What follows belongs to an exercise in optimizing a design on an open flow for small area; a production flow would make more cautious choices. In this exercise RTL edits were held to simulation tests only and were not proved equivalent to the original.

## build 49
==> flow/design.v <==
module sequential_store #(
  parameter int unsigned NR_LANES       = 4,
  parameter int unsigned DLEN           = 64,
  parameter int unsigned AXI_DATA_WIDTH = 128,
  parameter int unsigned AXI_ADDR_WIDTH = 64
) (
  input  logic                          clk_i,
  input  logic                          rst_ni,
  input  logic                          rx_shfu_valid_i,
  output logic                          rx_shfu_ready_o,
  input  logic [DLEN*NR_LANES-1:0]      rx_shfu_nb_i,
  input  logic [DLEN/4*NR_LANES-1:0]    rx_shfu_en_i,
  input  logic                          meta_valid_i,
  output logic                          meta_ready_o,
  input  logic [$clog2(DLEN/4*NR_LANES)-1:0] meta_nb_ptr_i,
  input  logic                          txn_valid_i,
  output logic                          txn_ready_o,
  input  logic [AXI_ADDR_WIDTH-1:0]     txn_addr_i,
  input  logic                          txn_is_head_i,
  input  logic                          txn_last_beat_i,
  input  logic [$clog2(AXI_DATA_WIDTH/4):0] txn_lbn_i,
  input  logic                          txn_is_final_i,
  output logic                          w_valid_o,
  input  logic                          w_ready_i,
  output logic [AXI_DATA_WIDTH-1:0]     w_data_o,
  output logic [AXI_DATA_WIDTH/8-1:0]   w_strb_o,
  output logic                          w_last_o
);
  logic         pack_q;       
  logic         hold_v_q;
  logic [255:0] hold_nb_q;
  logic [63:0]  hold_en_q;
  logic [5:0]   nb_ptr_q;
  logic         part_q;       
  logic [4:0]   base_q;       
  logic         w_valid_q, w_last_q;
  logic [127:0] w_data_q;
  logic [15:0]  w_strb_q;
  logic [4:0]   lower, base;
  logic [6:0]   upper, diff, sum, hi;
  logic [5:0]   off;
  logic         start, commit, complete, release_e, take;
  assign lower = txn_is_head_i ? txn_addr_i[4:0] : 5'd0;
  assign base  = part_q ? base_q : lower;
  assign upper = txn_last_beat_i ? {1'b0, txn_lbn_i} : 7'd32;
  assign diff     = {1'b0, nb_ptr_q} - {2'b00, base};
  assign off      = diff[5:0];
  assign sum      = diff + upper;
  assign complete = sum <= 7'd64;
  assign hi       = complete ? upper : 7'd64 - diff;
  assign start     = !pack_q && txn_valid_i && meta_valid_i;
  assign commit    = pack_q && hold_v_q && txn_valid_i && (!w_valid_q || w_ready_i);
  assign release_e = commit && (sum >= 7'd64 || txn_is_final_i);
  assign take      = !hold_v_q || release_e;
  assign rx_shfu_ready_o = rst_ni && take;
  assign meta_ready_o    = rst_ni && start;
  assign txn_ready_o     = commit && complete;
  logic [31:0] rng, m;
  always_comb
    for (int j = 0; j < 32; j++) rng[j] = (j >= int'(base)) && (j < int'(hi));
  logic [4:0]  src [64];
  logic [4:0]  y5n [63];
  logic [4:0]  y4 [47];
  logic [4:0]  y3n [39];
  logic [4:0]  y2 [35];
  logic [4:0]  y1n [33];
  logic [31:0] en_rot;
  logic [3:0]  d_rot [32];
  logic [5:0]  s, sn;
  logic [31:0] s0_m, sn0_m;
  assign s  = off;
  assign sn = ~off;
  always_comb
    for (int k = 0; k < 64; k++) src[k] = {hold_en_q[k], hold_nb_q[4*k +: 4]};
  for (genvar i = 0; i < 63; i++) begin : g_st5
    for (genvar b = 0; b < 5; b++) begin : g_b
      sequential_store_aoi u (.s(sn[5]), .a(src[i][b]), .t(s[5]), .b(src[(i + 32) % 64][b]),
                              .y(y5n[i][b]));
    end
  end
  for (genvar i = 0; i < 47; i++) begin : g_st4
    for (genvar b = 0; b < 5; b++) begin : g_b
      sequential_store_oai u (.s(s[4]), .a(y5n[i][b]), .t(sn[4]), .b(y5n[i + 16][b]),
                              .y(y4[i][b]));
    end
  end
  for (genvar i = 0; i < 39; i++) begin : g_st3
    for (genvar b = 0; b < 5; b++) begin : g_b
      sequential_store_aoi u (.s(sn[3]), .a(y4[i][b]), .t(s[3]), .b(y4[i + 8][b]),
                              .y(y3n[i][b]));
    end
  end
  for (genvar i = 0; i < 35; i++) begin : g_st2
    for (genvar b = 0; b < 5; b++) begin : g_b
      sequential_store_oai u (.s(s[2]), .a(y3n[i][b]), .t(sn[2]), .b(y3n[i + 4][b]),
                              .y(y2[i][b]));
    end
  end
  for (genvar i = 0; i < 33; i++) begin : g_st1
    for (genvar b = 0; b < 5; b++) begin : g_b
      sequential_store_aoi u (.s(sn[1]), .a(y2[i][b]), .t(s[1]), .b(y2[i + 2][b]),
                              .y(y1n[i][b]));
    end
  end
  for (genvar i = 0; i < 32; i++) begin : g_st0
    sequential_store_oai u_en (.s(s[0]), .a(y1n[i][4]), .t(sn[0]), .b(y1n[i + 1][4]),
                               .y(en_rot[i]));
    assign m[i]     = rng[i] && en_rot[i];
    assign s0_m[i]  = s[0] || !m[i];
    assign sn0_m[i] = sn[0] || !m[i];
    for (genvar b = 0; b < 4; b++) begin : g_b
      sequential_store_oai u (.s(s0_m[i]), .a(y1n[i][b]), .t(sn0_m[i]), .b(y1n[i + 1][b]),
                              .y(d_rot[i][b]));
    end
  end
  always_ff @(posedge clk_i or negedge rst_ni) begin
    if (!rst_ni) begin
      pack_q    <= 1'b0;
      hold_v_q  <= 1'b0;
      w_valid_q <= 1'b0;
    end else begin
      if (start) pack_q <= 1'b1;
      else if (commit && complete && txn_is_final_i) pack_q <= 1'b0;
      if (take) hold_v_q <= rx_shfu_valid_i;
      if (commit && complete) w_valid_q <= 1'b1;
      else if (w_ready_i) w_valid_q <= 1'b0;
    end
  end
  always_ff @(posedge clk_i) begin
    if (take) begin
      hold_nb_q <= rx_shfu_nb_i;
      hold_en_q <= rx_shfu_en_i;
    end
    if (start) begin
      nb_ptr_q <= meta_nb_ptr_i;
      part_q   <= 1'b0;
    end else if (commit) begin
      nb_ptr_q <= complete ? sum[5:0] : 6'd0;
      part_q   <= !complete;
    end
    if (commit && !complete) base_q <= hi[4:0];
    if (commit && complete) w_last_q <= txn_last_beat_i;
    if (commit) begin
      for (int j = 0; j < 32; j++)
        if (rng[j] || !part_q) w_data_q[4*j +: 4] <= d_rot[j];
      for (int b = 0; b < 16; b++)
        w_strb_q[b] <= (part_q && w_strb_q[b]) || m[2*b] || m[2*b+1];
    end
  end
  assign w_valid_o = w_valid_q;
  assign w_data_o  = w_data_q;
  assign w_strb_o  = w_strb_q;
  assign w_last_o  = w_last_q;
endmodule
module sequential_store_aoi (
  input  logic s,
  input  logic a,
  input  logic t,
  input  logic b,
  output logic y
);
  assign y = ~((s & a) | (t & b));
endmodule
module sequential_store_oai (
  input  logic s,
  input  logic a,
  input  logic t,
  input  logic b,
  output logic y
);
  assign y = ~((s | a) & (t | b));
endmodule
export LEC_CHECK = 0
export CAP_MARGIN = 20
export CORE_MARGIN = 2
export CORE_UTILIZATION = 45
export PLACE_DENSITY = 0.6
export SLEW_MARGIN = 20
create_clock -name core_clock -period 10.0 [get_ports {clk_i}]
standard.sh (not shown) runs the stock make flow with config.mk's settings and CLKGATE_MAP_FILE= SYNTH_SCRIPT=/design/flow/synth_recipe.tcl, a recipe that flattens the netlist after the stock synthesis.
==> flow/flow/run.sh <==
#!/bin/bash
# Standard ORFS layout (the standard.sh) with these changes:
#  - synthesis maps combinational logic with an area-only ABC script (flow/synth.tcl, flow/area.abc);
#  - the rotation stage cells (sequential_store_aoi/_oai) are mapped on their own before the
#    design is flattened, so each stage element becomes a single inverting cell;
#  - port buffers are the smallest buffer (buf_1) instead of the resizer's default pick;
#  - clock tree: larger sink clusters and no dummy load cells.
set -euo pipefail
here=$(pwd)
export MY_ABC_SCRIPT=$here/flow/area.abc
bash standard.sh SYNTH_SCRIPT=$here/flow/synth.tcl \
  "SYNTH_KEEP_MODULES=sequential_store_aoi sequential_store_oai" \
  "BUFFER_PORTS_ARGS=-buffer_cell sky130_fd_sc_hd__buf_1" \
  "CTS_ARGS=-sink_clustering_enable -repair_clock_nets -sink_clustering_size 26 -sink_clustering_max_diameter 200 -buf_list {sky130_fd_sc_hd__clkbuf_16} -dont_use_dummy_load" \
  finish > $here/standard.log 2>&1
==> flow/flow/area.abc <==
strash
dch
amap -F 3 -A 10 -C 1000
topo
==> flow/flow/synth.tcl <==
# synth_recipe.tcl with one change: ABC maps the combinational logic with an area-only script
# (flow/area.abc); everything else, including flip-flop mapping, is ORFS's synthesis unchanged.
proc synth {args} { yosys synth -nofsm -noshare {*}$args }
proc abc {args} {
  set i [lsearch -exact $args -script]
  if {$i >= 0} { lset args [expr {$i + 1}] $::env(MY_ABC_SCRIPT) }
  yosys abc {*}$args
}
source $::env(SCRIPTS_DIR)/synth.tcl
# left out here: clear keep_hierarchy, flatten, clean up, hide names made inside functions, write 1_2_yosys.v
Build 49 completed every stage of the flow, and the final layout passed the timing, DRC and antenna checks.
### build 49 -> build 68
# build 49
export LEC_CHECK = 0
export CAP_MARGIN = 20
export CORE_MARGIN = 2
export CORE_UTILIZATION = 45
export PLACE_DENSITY = 0.6
export SLEW_MARGIN = 20
create_clock -name core_clock -period 10.0 [get_ports {clk_i}]
# build 68
export LEC_CHECK = 0
export CAP_MARGIN = 20
export CORE_MARGIN = 2
export CORE_UTILIZATION = 40
export PLACE_DENSITY = 0.8
export SLEW_MARGIN = 20
create_clock -name core_clock -period 10.0 [get_ports {clk_i}]
--- a/flow/flow/run.sh
+++ b/flow/flow/run.sh
@@ -13,3 +13,3 @@
   "BUFFER_PORTS_ARGS=-buffer_cell sky130_fd_sc_hd__buf_1" \
-  "CTS_ARGS=-sink_clustering_enable -repair_clock_nets -sink_clustering_size 26 -sink_clustering_max_diameter 200 -buf_list {sky130_fd_sc_hd__clkbuf_16} -dont_use_dummy_load" \
+  "CTS_ARGS=-sink_clustering_enable -repair_clock_nets -sink_clustering_size 24 -sink_clustering_max_diameter 200 -buf_list {sky130_fd_sc_hd__clkbuf_16} -dont_use_dummy_load" \
   finish > $here/standard.log 2>&1
Results
- Changes observed in build 68 relative to build 49: utilization shows a reduction of 5.5 points; clock skew shows a reduction of 0.019 ns; sequential portion of the cell area shows a reduction of 0.21 points.
- Build 68 vs build 49, non-clock buffer count went down by 0.75%.
- The setup slack of build 68 is smaller than that of build 49.
The inputs of build 76 differ from those of build 68 as listed below.
# build 68
export LEC_CHECK = 0
export CAP_MARGIN = 20
export CORE_MARGIN = 2
export CORE_UTILIZATION = 40
export PLACE_DENSITY = 0.8
export SLEW_MARGIN = 20
create_clock -name core_clock -period 10.0 [get_ports {clk_i}]
# build 76
export LEC_CHECK = 0
export CAP_MARGIN = 20
export CORE_MARGIN = 2
export CORE_UTILIZATION = 50
export PLACE_DENSITY = 0.65
export SLEW_MARGIN = 20
create_clock -name core_clock -period 10.0 [get_ports {clk_i}]
Notes after the runs:
Looking at the reports, build 76 completed the entire flow and the layout it produced met the timing, DRC and antenna checks.
The critical path depth of build 76 exceeds that of build 68 by 1.
Looking at build 76 and build 68, the data-path buffer share of cell area in the final layout is a wash.
The final reports for build 76 and build 68 show top fanout value on the critical path lower in the former.
Compared to build 68, build 76 was floorplanned on a smaller die.
Utilization after layout (lower): build 68
Sequential share of the synthesized area: build 76 vs build 68 identical
Between build 76 and build 68, it is build 76 whose headroom to the max-slew limit is lower, by 3.9 points.
The minimum hold slack of build 76 falls short of that of build 68 by 0.024 ns.
Modified inputs, build 86 compared to build 76
# build 76
export LEC_CHECK = 0
export CAP_MARGIN = 20
export CORE_MARGIN = 2
export CORE_UTILIZATION = 50
export PLACE_DENSITY = 0.65
export SLEW_MARGIN = 20
create_clock -name core_clock -period 10.0 [get_ports {clk_i}]
# build 86
export LEC_CHECK = 0
export CAP_MARGIN = 20
export CORE_MARGIN = 2
export CORE_UTILIZATION = 40
export SLEW_MARGIN = 20
create_clock -name core_clock -period 10.0 [get_ports {clk_i}]
--- a/flow/flow/run.sh
+++ b/flow/flow/run.sh
@@ -13,3 +13,3 @@
   "BUFFER_PORTS_ARGS=-buffer_cell sky130_fd_sc_hd__buf_1" \
-  "CTS_ARGS=-sink_clustering_enable -repair_clock_nets -sink_clustering_size 24 -sink_clustering_max_diameter 200 -buf_list {sky130_fd_sc_hd__clkbuf_16} -dont_use_dummy_load" \
+  "CTS_ARGS=-sink_clustering_enable -repair_clock_nets -sink_clustering_size 30 -sink_clustering_max_diameter 60 -buf_list {sky130_fd_sc_hd__clkbuf_8 sky130_fd_sc_hd__clkbuf_16} -dont_use_dummy_load" \
   finish > $here/standard.log 2>&1
Notes after the runs:
Across both runs, count of clock buffers in the final design was higher for build 86 than for build 76. Compared with build 76, in build 86 via-per-instance ratio down about 4%, die area up about 25%.

static timing again, ports no longer ideal:
Ports are ideal in the flow. The routed layouts listed here were re-timed in OpenROAD.
Step 1 (the two cells are an assumption about what drives the block):
set clk [get_ports {clk_i}]
set_driving_cell -lib_cell sky130_fd_sc_hd__clkbuf_16 $clk
set_driving_cell -lib_cell sky130_fd_sc_hd__buf_2 [delete_from_list [all_inputs] $clk]
Step 2 also shifts input and output timing later by t, the mid clock arrival at the registers, as if the neighbouring blocks saw the same clock.
a / b / c = ideal / step 1 / step 2; a / b = the first two.
| run | t (ns) | slack for setup (ns) | worst register clock-pin slew, ns | worst data-port slew with drivers (ns) | pins driven straight from the clock port |
|---|---|---|---|---|---|
| build 49 | 0.629 | 1.439 / 1.418 / 0.831 | 0.11 / 0.11 | 0.07 | 1 |
| build 68 | 0.631 | 1.071 / 1.071 / 0.761 | 0.11 / 0.11 | 0.07 | 1 |
| build 76 | 0.642 | 1.331 / 1.331 / 0.944 | 0.11 / 0.11 | 0.07 | 1 |
| build 86 | 0.645 | 1.093 / 1.093 / 0.690 | 0.08 / 0.08 | 0.07 | 1 |
After both steps every run listed still meets setup and hold. For build 49, which loses most, drivers alone change the setup slack by -0.021 ns; drivers and shift together by -0.608 ns.
